Context: an optimization exercise on an open-source flow, tuned for small area. The choices shown serve that exercise and are no tape-out recipe.
At most, simulation tests tie the RTL to the original design; equivalence was not proved.
Power figures rest on the tool's default switching activity, not on a simulated workload. The clock port is modelled as an ideal driver; clocking choices that lean on that would not hold on a real chip.

## red
// data_memory_responder
module data_memory_responder #(
    parameter int BLOCK_ADDR_WIDTH = 6,
    parameter int LATENCY          = 5
) (
    input  logic         CLK,
    input  logic         RESET,
    input  logic         MEM_READ,
    input  logic         MEM_WRITE,
    input  logic [27:0]  MEM_ADDRESS,
    input  logic [127:0] MEM_WRITEDATA,
    output logic [127:0] MEM_READDATA,
    output logic         MEM_BUSYWAIT
);
    localparam int NR12 = 5;              
    localparam int NTAP = 2 * NR12 + 1;   
    logic [2:0]   st;
    logic         op_wr;
    logic [5:0]   addr_q;
    logic [3:0]   ph;       
    logic [127:0] buf_q;    
    logic [127:0] buf_d;
    logic [127:0] buf_n;    
    logic         idle;
    logic         request;
    logic [2:0]   st_n;
    logic [3:0]   ph_n;
    assign idle    = (st == 3'd0);
    assign request = MEM_READ | MEM_WRITE;
    assign buf_n   = ~buf_q;
    logic unused_addr_bits;
    assign unused_addr_bits = ^MEM_ADDRESS[27:6];
    assign MEM_BUSYWAIT = idle ? (request & RESET) : (st != 3'd6);
    always_comb begin
        if (idle)              st_n = request ? 3'd1 : 3'd0;
        else if (st == 3'd6)   st_n = 3'd0;
        else                   st_n = st + 3'd1;
        ph_n = (ph == 4'd11) ? 4'd0 : ph + 4'd1;
    end
    always_ff @(posedge CLK or negedge RESET) begin
        if (!RESET) begin
  ...
clock: 10.0 ns
lec_check: 0
cap_margin: 20
core_margin: 2
core_utilization: 50
place_density: 0.6
slew_margin: 20
synth_hierarchical: 1
synth_minimum_keep_size: 0
standard.sh (not shown) runs the stock make flow with config.mk's settings and CLKGATE_MAP_FILE= SYNTH_SCRIPT=/design/flow/synth_recipe.tcl, a recipe that flattens the netlist after the stock synthesis.
==> flow/flow/run.sh <==
#!/bin/bash
# Layout flow: the standard ORFS flow, with the clock tree built from
# larger sink clusters and without dummy loads, and the ports buffered with
# the smallest buffer.
set -euo pipefail
export CTS_ARGS="-sink_clustering_enable -repair_clock_nets -dont_use_dummy_load -sink_clustering_size 30 -sink_clustering_max_diameter 80"
export BUFFER_PORTS_ARGS="-buffer_cell sky130_fd_sc_hd__buf_1"
bash standard.sh > standard_flow.log 2>&1
red went all the way through the flow, and no timing, DRC or antenna check failed.
The inputs of blue differ from those of red as listed below.
- CORE_UTILIZATION changed from 50 to 65
- PLACE_DENSITY changed from 0.6 to 0.75
==> flow/flow/run.sh <==
#!/bin/bash
# Layout flow: the standard ORFS flow, with the clock tree built from
# larger sink clusters and without dummy loads, and the ports buffered with
# the smallest buffer.
set -euo pipefail
export CTS_ARGS="-sink_clustering_enable -repair_clock_nets -dont_use_dummy_load -sink_clustering_size 34 -sink_clustering_max_diameter 70"
export BUFFER_PORTS_ARGS="-buffer_cell sky130_fd_sc_hd__buf_1"
bash standard.sh > standard_flow.log 2>&1
Findings:
blue went all the way through synthesis, placement and routing and the layout is clean on timing, DRC and antenna. Filler cell count, blue vs red: down by more than a quarter. blue reports a lower worst hold slack than red does. Note that the routed length on met3 recorded for red amounts to 0.886 times the value seen in blue.

Another version of the RTL of data_memory_responder (not shown whole).
For scale: about 13000 cells after synthesis, about 8600 flip-flops, roughly 290 I/O pins, about 200000 µm² of cells after synthesis.
export LEC_CHECK = 0
export CAP_MARGIN = 20
export CORE_MARGIN = 2
export CORE_UTILIZATION = 60
export PLACE_DENSITY = 0.7
export SLEW_MARGIN = 20
create_clock -name core_clock -period 10.0 [get_ports {CLK}]
==> flow/flow/run.sh <==
#!/bin/bash
# Layout flow: the standard ORFS flow, with the clock tree built from
# larger sink clusters and without dummy loads, and the ports buffered with
# the smallest buffer.
set -euo pipefail
export CTS_ARGS="-sink_clustering_enable -repair_clock_nets -dont_use_dummy_load -sink_clustering_size 25 -sink_clustering_max_diameter 60"
export BUFFER_PORTS_ARGS="-buffer_cell sky130_fd_sc_hd__buf_1"
bash standard.sh > standard_flow.log 2>&1
The starting point produced a clean layout.
==> next run, changes <==
==> flow/flow/run.sh (replaced) <==
#!/bin/bash
# Layout flow: the standard ORFS flow, with the clock tree built from
# larger sink clusters and without dummy loads, and the ports buffered with
# the smallest buffer.
set -euo pipefail
export CTS_ARGS="-sink_clustering_enable -repair_clock_nets -dont_use_dummy_load -sink_clustering_size 30 -sink_clustering_max_diameter 80"
export BUFFER_PORTS_ARGS="-buffer_cell sky130_fd_sc_hd__buf_1"
bash standard.sh > standard_flow.log 2>&1
CORE_UTILIZATION = 50   (was 60)
PLACE_DENSITY = 0.6   (was 0.7)
Result: The new run finished clean; wire length climbs by a few percent; cell area falls slightly; power fell by a few percent; worst hold slack gets better by 0.027 ns; final cell count rose by a few percent; synthesized area stays the same; clock power is lower by roughly a tenth; first-iteration DRC count rose slightly; worst setup slack gets better by 0.088 ns; register-to-register slack improves by 0.07 ns; via count goes down slightly.

Another version of the RTL of data_memory_responder (not shown whole).
Size in the first run: roughly 13,000 cells after synthesis, about 8,600 flip-flops, roughly 290 I/O pins, roughly 200,000 um^2 of cells after synthesis.
clock: 10.0 ns
lec_check: 0
cap_margin: 20
core_margin: 2
core_utilization: 50
cts_cluster_diameter: 40
cts_cluster_size: 34
place_density: 0.6
slew_margin: 20
run.sh (not shown) runs the stock make flow with config.mk's settings and CLKGATE_MAP_FILE= SYNTH_SCRIPT=/design/flow/synth_recipe.tcl, a recipe that flattens the netlist after the stock synthesis.
Stock flow here: none of the scripts above is used.
The first run produced a clean layout.
Change:
--- a/flow/config.mk
+++ b/flow/config.mk
@@ -9,6 +9,6 @@
 export CORE_MARGIN = 2
 export CORE_UTILIZATION = 50
-export CTS_CLUSTER_DIAMETER = 40
-export CTS_CLUSTER_SIZE = 34
+export CTS_CLUSTER_DIAMETER = 60
+export CTS_CLUSTER_SIZE = 30
 export PLACE_DENSITY = 0.6
 export SLEW_MARGIN = 20
Outcome: The changed run ran to the end with no violations. Via count came out lower by 1.8%. Sequential power stays flat. Wire length falls by 1.1%. Power went down by 7.6%.
Function was not checked in any run of this note: the RTL went through the layout flow alone.

## trial 93
data_memory_responder, a different RTL version from the one above (not shown whole).
Size in the first run: about 12000 cells after synthesis, about 8500 flip-flops, roughly 290 I/O pins, ~190000 um2 of cells after synthesis.
clock: 10.0 ns
lec_check: 0
cap_margin: 20
core_margin: 2
core_utilization: 65
place_density: 0.75
slew_margin: 20
synth_hierarchical: 1
synth_minimum_keep_size: 0
standard.sh (not shown) runs the stock make flow with config.mk's settings and CLKGATE_MAP_FILE= SYNTH_SCRIPT=/design/flow/synth_recipe.tcl, a recipe that flattens the netlist after the stock synthesis.
==> flow/flow/run.sh <==
#!/bin/bash
# Layout flow: the standard ORFS flow, with the clock tree built from
# larger sink clusters and without dummy loads, and the ports buffered with
# the smallest buffer.
set -euo pipefail
export CTS_ARGS="-sink_clustering_enable -repair_clock_nets -dont_use_dummy_load -sink_clustering_size 34 -sink_clustering_max_diameter 70 -buf_list {sky130_fd_sc_hd__clkbuf_16 sky130_fd_sc_hd__clkbuf_8 sky130_fd_sc_hd__clkbuf_4}"
export BUFFER_PORTS_ARGS="-buffer_cell sky130_fd_sc_hd__buf_1"
bash standard.sh > standard_flow.log 2>&1
--- input diff trial 93..build 64 ---
==> flow/flow/run.sh <==
#!/bin/bash
# Layout flow: the standard ORFS flow, with the clock tree built from
# larger sink clusters and without dummy loads, and the ports buffered with
# the smallest buffer.
set -euo pipefail
export CTS_ARGS="-sink_clustering_enable -repair_clock_nets -dont_use_dummy_load -sink_clustering_size 34 -sink_clustering_max_diameter 70"
export BUFFER_PORTS_ARGS="-buffer_cell sky130_fd_sc_hd__buf_1"
bash standard.sh > standard_flow.log 2>&1
--- outcome ---
As far as via count goes, build 64 and trial 93 are indistinguishable; the numbers are identical.
Build 64 completed; timing, DRC and antenna clean
As far as wire length goes, trial 93 and build 64 are indistinguishable; the numbers are identical.
Final worst setup slack essentially unchanged between build 64 and trial 93.
Diff build 64..trial 93 | post-placement cell area | unchanged
There was hardly any difference in data required time at the worst endpoint between trial 93 and build 64.
Comparing build 64 against trial 93, there is no change at all in die area.

re-timing with driven ports:
How much do the figures lean on ideal ports? The routed layouts below were timed once more, with nothing changed but the port constraints.
Step 1: set_driving_cell puts a clkbuf_16 on CLK and a buf_2 on each other input, an assumption about the parent block.
Step 2, shift: input delay + t, output delay - t, t = (earliest + latest rising clock arrival at the registers) / 2. This alone moves slack from input paths to output paths.
Slacks: ideal / step 1 / step 2; pairs: ideal / step 1.
| run | t (ns) | setup WS [ns] | latest minus earliest clock arrival (ns) | slew at the worst register clock pin (ns) | pins driven straight from the clock port |
|---|---|---|---|---|---|
| red | 1.016 | 1.964 / 1.964 / 1.157 | 0.137 / 0.136 | 0.11 / 0.11 | 1 |
| blue | 0.997 | 1.898 / 1.898 / 1.078 | 0.144 / 0.143 | 0.12 / 0.12 | 1 |
| the first run of note 2 | 1.085 | 1.356 / 1.345 / 0.259 | 0.120 / 0.121 | 0.10 / 0.10 | 1 |
| the second run of note 2 | 1.077 | 1.444 / 1.444 / 0.422 | 0.117 / 0.117 | 0.11 / 0.11 | 1 |
| the first run of note 3 | 1.191 | 1.551 / 1.557 / 0.366 | 0.072 / 0.072 | 0.10 / 0.10 | 1 |
| the second run of note 3 | 1.129 | 1.463 / 1.459 / 0.329 | 0.081 / 0.081 | 0.12 / 0.12 | 1 |
| trial 93 | 0.976 | 1.549 / 1.631 / 0.655 | 0.111 / 0.110 | 0.12 / 0.12 | 1 |
| build 64 | 0.976 | 1.549 / 1.631 / 0.655 | 0.111 / 0.110 | 0.12 / 0.12 | 1 |
After both steps every run listed still meets setup and hold. For the first run of note 3, which loses most, drivers alone change the setup slack by +0.006 ns; drivers and shift together by -1.185 ns.
